From an optimization exercise on the open Yosys and OpenROAD flow, aimed at small area and few clock cycles per item; shortcuts taken in it are not production practice.
Power is estimated from default activity; no workload was simulated.

==> run a <==
==> flow/design.v (excerpt) <==
module packet_header_parser #(
    parameter int unsigned MAX_FRAME = php_pkg::MAX_FRAME_DEF
) (
    input  logic                         aclk,
    input  logic                         aresetn,
    input  logic                         s_axis_tvalid,
    output logic                         s_axis_tready,
    input  logic [7:0]                   s_axis_tdata,
    input  logic                         s_axis_tlast,
    output logic                         m_axis_tvalid,
    input  logic                         m_axis_tready,
    output logic [php_pkg::RESULT_W-1:0] m_axis_tdata
);
export LEC_CHECK = 0
export CAP_MARGIN = 20
export CORE_MARGIN = 2
export CORE_UTILIZATION = 40
export CTS_BUF_LIST = sky130_fd_sc_hd__clkbuf_8
export SLEW_MARGIN = 20
create_clock -name core_clock -period 7.0 [get_ports {aclk}]
run.sh (not shown) runs the stock make flow with config.mk's settings and CLKGATE_MAP_FILE= SYNTH_SCRIPT=/design/flow/synth_recipe.tcl, a recipe that flattens the netlist after the stock synthesis.
==> inputs of run b, as changes to run a <==
--- a/flow/design.v
+++ b/flow/design.v
@@ -45,38 +45,46 @@
     logic       t_neg;        
     logic       seg_in;       
     logic [7:0] b;
     assign b        = s_axis_tdata;
     assign m        = (ihl_reg < 4'd5) ? 4'd5 : ihl_reg;
     assign {t_neg, d} = {1'b0, k_reg[10:2]} - {6'b0, m};
     assign seg_in   = !(past_reg || (!big_reg && k_reg[10:0] == tot_reg));
-    logic t0, t1, t2, t3, t12, t13;
+    logic t0, t1, t3, t12;
     assign t0  = !t_neg && d == 9'd0 && k_reg[1:0] == 2'd0;
     assign t1  = !t_neg && d == 9'd0 && k_reg[1:0] == 2'd1;
-    assign t2  = !t_neg && d == 9'd0 && k_reg[1:0] == 2'd2;
     assign t3  = !t_neg && d == 9'd0 && k_reg[1:0] == 2'd3;
     assign t12 = !t_neg && d == 9'd3 && k_reg[1:0] == 2'd0;
-    assign t13 = !t_neg && d == 9'd3 && k_reg[1:0] == 2'd1;
+    logic is_tcp, is_udp, is_icmp;
+    assign is_tcp  = (pc_reg == 2'd2);
+    assign is_udp  = (pc_reg == 2'd3);
+    assign is_icmp = (pc_reg == 2'd1);
+    logic t_ge2, t_ge14, t_lt8, t_lt20;
+    assign t_ge2   = !t_neg && (d != 9'd0 || k_reg[1]);
+    assign t_ge14  = !t_neg && (d > 9'd3 || (d == 9'd3 && k_reg[1]));
+    assign t_lt8   = t_neg || d < 9'd2;
+    assign t_lt20  = t_neg || d < 9'd5;
     logic       ip_add, t_add;
     logic [7:0] t_opnd;
     logic [8:0] a_sum, b_sum;
     assign ip_add = ip_reg && (k_reg[10:2] < {5'b0, ihl_reg} || k_reg == 12'd0);
-    assign a_sum  = {1'b0, acur_reg} + {1'b0, b} + {8'b0, ac_reg};
+    logic       a_add, a_zero;
+    assign a_zero = ip_reg && t0;
+    assign a_add  = ip_add || (ip_reg && (t0 || (t1 && !is_icmp)))
+                 || (arp_reg && (k_reg == 12'd6 || k_reg == 12'd7));
+    assign a_sum  = {1'b0, acur_reg & {8{!a_zero}}} + {1'b0, b} + {8'b0, ac_reg && !a_zero};
     always_comb begin
         t_opnd = b;
         t_add  = 1'b0;
         if (ip_reg) begin
-            if (k_reg == 12'd2 || k_reg == 12'd3) begin
-                t_add = 1'b1;                          
-            end else if (k_reg == 12'd4) begin
-                t_opnd = 8'hFF;                        
-                t_add  = 1'b1;
-            end else if (k_reg == 12'd5) begin
+            if (k_reg == 12'd1) begin
                 t_opnd = {2'b11, ~m, 2'b11};           
                 t_add  = 1'b1;
+            end else if (k_reg == 12'd2 || k_reg == 12'd3) begin
+                t_add = 1'b1;                          
             end else if (k_reg >= 12'd12 && k_reg <= 12'd19) begin
                 t_add = 1'b1;                          
             end else if (!t_neg && seg_in) begin
                 t_add = 1'b1;                          
             end
         end
     end
@@ -88,42 +96,45 @@
         end else begin
             if (go && s_axis_tlast) pend_reg <= 1'b1;
             else if (m_axis_tready) pend_reg <= 1'b0;
             if (go) fresh_reg <= s_axis_tlast;
         end
     end
     always_ff @(posedge aclk) begin
+        if (go && !(ip_reg && t_ge14)) flg_reg <= b;
+    end
+    always_ff @(posedge aclk) begin
         if (go) begin
             if (fresh_reg) begin
                 k_reg    <= 12'hFF3;
                 ip_reg   <= 1'b0;
                 arp_reg  <= 1'b0;
                 ver_reg  <= '0;
                 ihl_reg  <= '0;
                 pc_reg   <= '0;
                 ipok_reg <= 1'b0;
                 past_reg <= 1'b0;
                 acur_reg <= '0;
                 aoth_reg <= '0;
                 ac_reg   <= 1'b0;
-                bcur_reg <= '0;
-                both_reg <= 8'd6;
+                bcur_reg <= 8'h06;      
+                both_reg <= 8'hFF;
                 bc_reg   <= 1'b0;
                 p2_reg   <= '0;
                 off_reg  <= '0;
             end else if (k_reg != K_LAST + 12'd1) begin
                 k_reg <= k_reg + 12'd1;
-                if (k_reg == 12'hFFE) flg_reg <= b;
                 if (k_reg == 12'hFFF) begin
                     ip_reg  <= ({flg_reg, b} == 16'h0800);
                     arp_reg <= ({flg_reg, b} == 16'h0806);
                 end
-                if (arp_reg) begin
-                    if (k_reg == 12'd6) flg_reg <= b;
-                    if (k_reg == 12'd7) {acur_reg, aoth_reg} <= {flg_reg, b};
+                if (a_add) begin
+                    acur_reg <= aoth_reg & {8{!a_zero}};
+                    aoth_reg <= a_sum[7:0];
+                    ac_reg   <= a_sum[8];
                 end
                 if (ip_reg) begin
                     if (k_reg == 12'd0) begin
                         ver_reg <= b[7:4];
                         ihl_reg <= b[3:0];
                     end
                     if (k_reg == 12'd2) begin
@@ -136,41 +147,29 @@
                             8'd1:    pc_reg <= 2'd1;
                             8'd6:    pc_reg <= 2'd2;
                             8'd17:   pc_reg <= 2'd3;
                             default: pc_reg <= 2'd0;
                         endcase
                     end
                     if (ip_add) begin
-                        acur_reg <= aoth_reg;
-                        aoth_reg <= a_sum[7:0];
-                        ac_reg   <= a_sum[8];
                         ipok_reg <= (&a_sum[7:0]) && (&aoth_reg[7:1]) && (aoth_reg[0] ^ a_sum[8]);
                     end
                     if (t_add) begin
                         bcur_reg <= both_reg;
                         both_reg <= b_sum[7:0];
                         bc_reg   <= b_sum[8];
                     end
-                    if (t0 || t2 || t13) flg_reg <= b;
-                    if (t1) {acur_reg, aoth_reg} <= {flg_reg, b};
                     if (t3 && pc_reg[1]) p2_reg <= {flg_reg, b};
-                    if (t12) off_reg <= b[7:4];
+                    if (t12 && is_tcp) off_reg <= b[7:4];
                     if (!t_neg && !seg_in) past_reg <= 1'b1;
                 end
             end
         end
     end
-    logic is_tcp, is_udp, is_icmp, trunc, t_ge2, t_ge14, t_lt8, t_lt20;
-    assign is_tcp  = (pc_reg == 2'd2);
-    assign is_udp  = (pc_reg == 2'd3);
-    assign is_icmp = (pc_reg == 2'd1);
-    assign t_ge2   = !t_neg && (d != 9'd0 || k_reg[1]);
-    assign t_ge14  = !t_neg && (d > 9'd3 || (d == 9'd3 && k_reg[1]));
-    assign t_lt8   = t_neg || d < 9'd2;
-    assign t_lt20  = t_neg || d < 9'd5;
+    logic trunc;
     always_comb begin
         if (ip_reg) begin
             trunc = t_neg
                  || ((is_icmp || is_udp) && t_lt8)
                  || (is_tcp && (t_lt20 || seg_in));
         end else if (arp_reg) begin
             trunc = k_reg[11] || k_reg < 12'd28;
@@ -184,13 +183,13 @@
         m_axis_tdata[14:9]  = {ihl_reg, 2'b00};
         m_axis_tdata[15]    = ipok_reg && !trunc;
         m_axis_tdata[16]    = is_tcp && !trunc && (&both_reg) && (&bcur_reg[7:1])
                               && (bcur_reg[0] ^ bc_reg);
         if (pc_reg[1] && t_ge2) m_axis_tdata[32:17] = {acur_reg, aoth_reg};
         m_axis_tdata[48:33] = p2_reg;
         if (is_tcp && t_ge14) m_axis_tdata[56:49] = flg_reg;
-        if (is_tcp) m_axis_tdata[62:57] = {off_reg, 2'b00};
-        if (arp_reg) m_axis_tdata[78:63] = {acur_reg, aoth_reg};
-        if (is_icmp && t_ge2) m_axis_tdata[78:63] = {8'h00, acur_reg};
+        m_axis_tdata[62:57] = {off_reg, 2'b00};
+        if ((arp_reg && !k_reg[11] && k_reg >= 12'd8) || (is_icmp && t_ge2))
+            m_axis_tdata[78:63] = {acur_reg, aoth_reg};
         m_axis_tdata[79]    = trunc;
     end
 endmodule
==> flow/flow/run.sh (new file) <==
#!/bin/bash
set -euo pipefail
export BUFFER_PORTS_ARGS="-buffer_cell sky130_fd_sc_hd__buf_1"
export CTS_ARGS="-sink_clustering_enable -repair_clock_nets -buf_list sky130_fd_sc_hd__clkbuf_8 -dont_use_dummy_load"
export REMOVE_ABC_BUFFERS=1
export RECOVER_POWER=100
bash standard.sh > standard.log 2>&1
==> flow/standard.sh (new file) <==
#!/bin/bash
# synth_recipe.tcl (not shown) runs the flow's synth.tcl, then flattens the netlist and writes it again
# the make line also repeats each setting of config.mk as NAME=value (left out here)
make -C /OpenROAD-flow-scripts/flow DESIGN_CONFIG=/design/flow/config.mk WORK_HOME=/design/flow/orfs CLKGATE_MAP_FILE= SYNTH_SCRIPT=/design/flow/synth_recipe.tcl "${@:-finish}"
==> flow/config.mk (replaced) <==
export PLATFORM = sky130hd
export DESIGN_NAME = packet_header_parser
export DESIGN_NICKNAME = packet_header_parser
export VERILOG_FILES = /design/flow/design.v
export SDC_FILE = /design/flow/constraint.sdc
export NUM_CORES = 4
export LEC_CHECK = 0
export CAP_MARGIN = 20
export CORE_MARGIN = 2
export CORE_UTILIZATION = 40
export SLEW_MARGIN = 20
removed: flow/run.sh
==> summary of the runs <==
- Run b completed, yet does not pass: capacitance limit, slew limit. Run a produced a clean layout.
- In clock-buffer cell count, run b and run a do not differ.
- Synthesized area: run b is smaller than run a (about 6%).
- Hold slack: run a is higher than run b (20 ps).
- Of run a and run b, run a has the higher core utilization (gap 4.5 points).
==> figures <==
Width of the die: run b 128 um; run a 132 um
Detailed placement HPWL: run b 11800 um; run a 14500 um
Final count of pins violating max slew: run b 92; run a 0
Static Leakage: run b 2.33 nW; run a 2.90 nW
Final Worst Setup Slack: run b 1230 ps; run a 986 ps
Status: run b finished with violations; run a complete, no violations
Violated checks: run b capacitance limit, slew limit; run a -
Sequential cell fraction of total power: run b 58.4%; run a 51.0%
Normalized max-slew margin: run b -82.2%; run a 27.6%
Routed met2 length: run b 7530 um; run a 9160 um
Non-clock buffering overhead: run b 5.38%; run a 12.3%
No run of this note included a check of the RTL's function; only the layout flow was run.

==> re-timing with driven ports <==
In the flow no input, the clock included, has a driving cell. The finished layouts below were timed again as built, in two steps.
Step 1 sets driving cells, clkbuf_16 on the clock port and buf_2 on the other inputs (assumed; they add their load-dependent delay and slew).
Step 2 also shifts input and output timing later by t, the mid clock arrival at the registers, as if the neighbouring blocks saw the same clock.
a / b / c = ideal / step 1 / step 2; a / b = the first two.
| run | t (ns) | setup WS [ns] | worst setup path at the end |
|---|---|---|---|
| run a | 0.439 | 0.986 / 0.946 / 1.385 | register to output |
| run b | 0.409 | 1.226 / 1.192 / 1.546 | register to register |
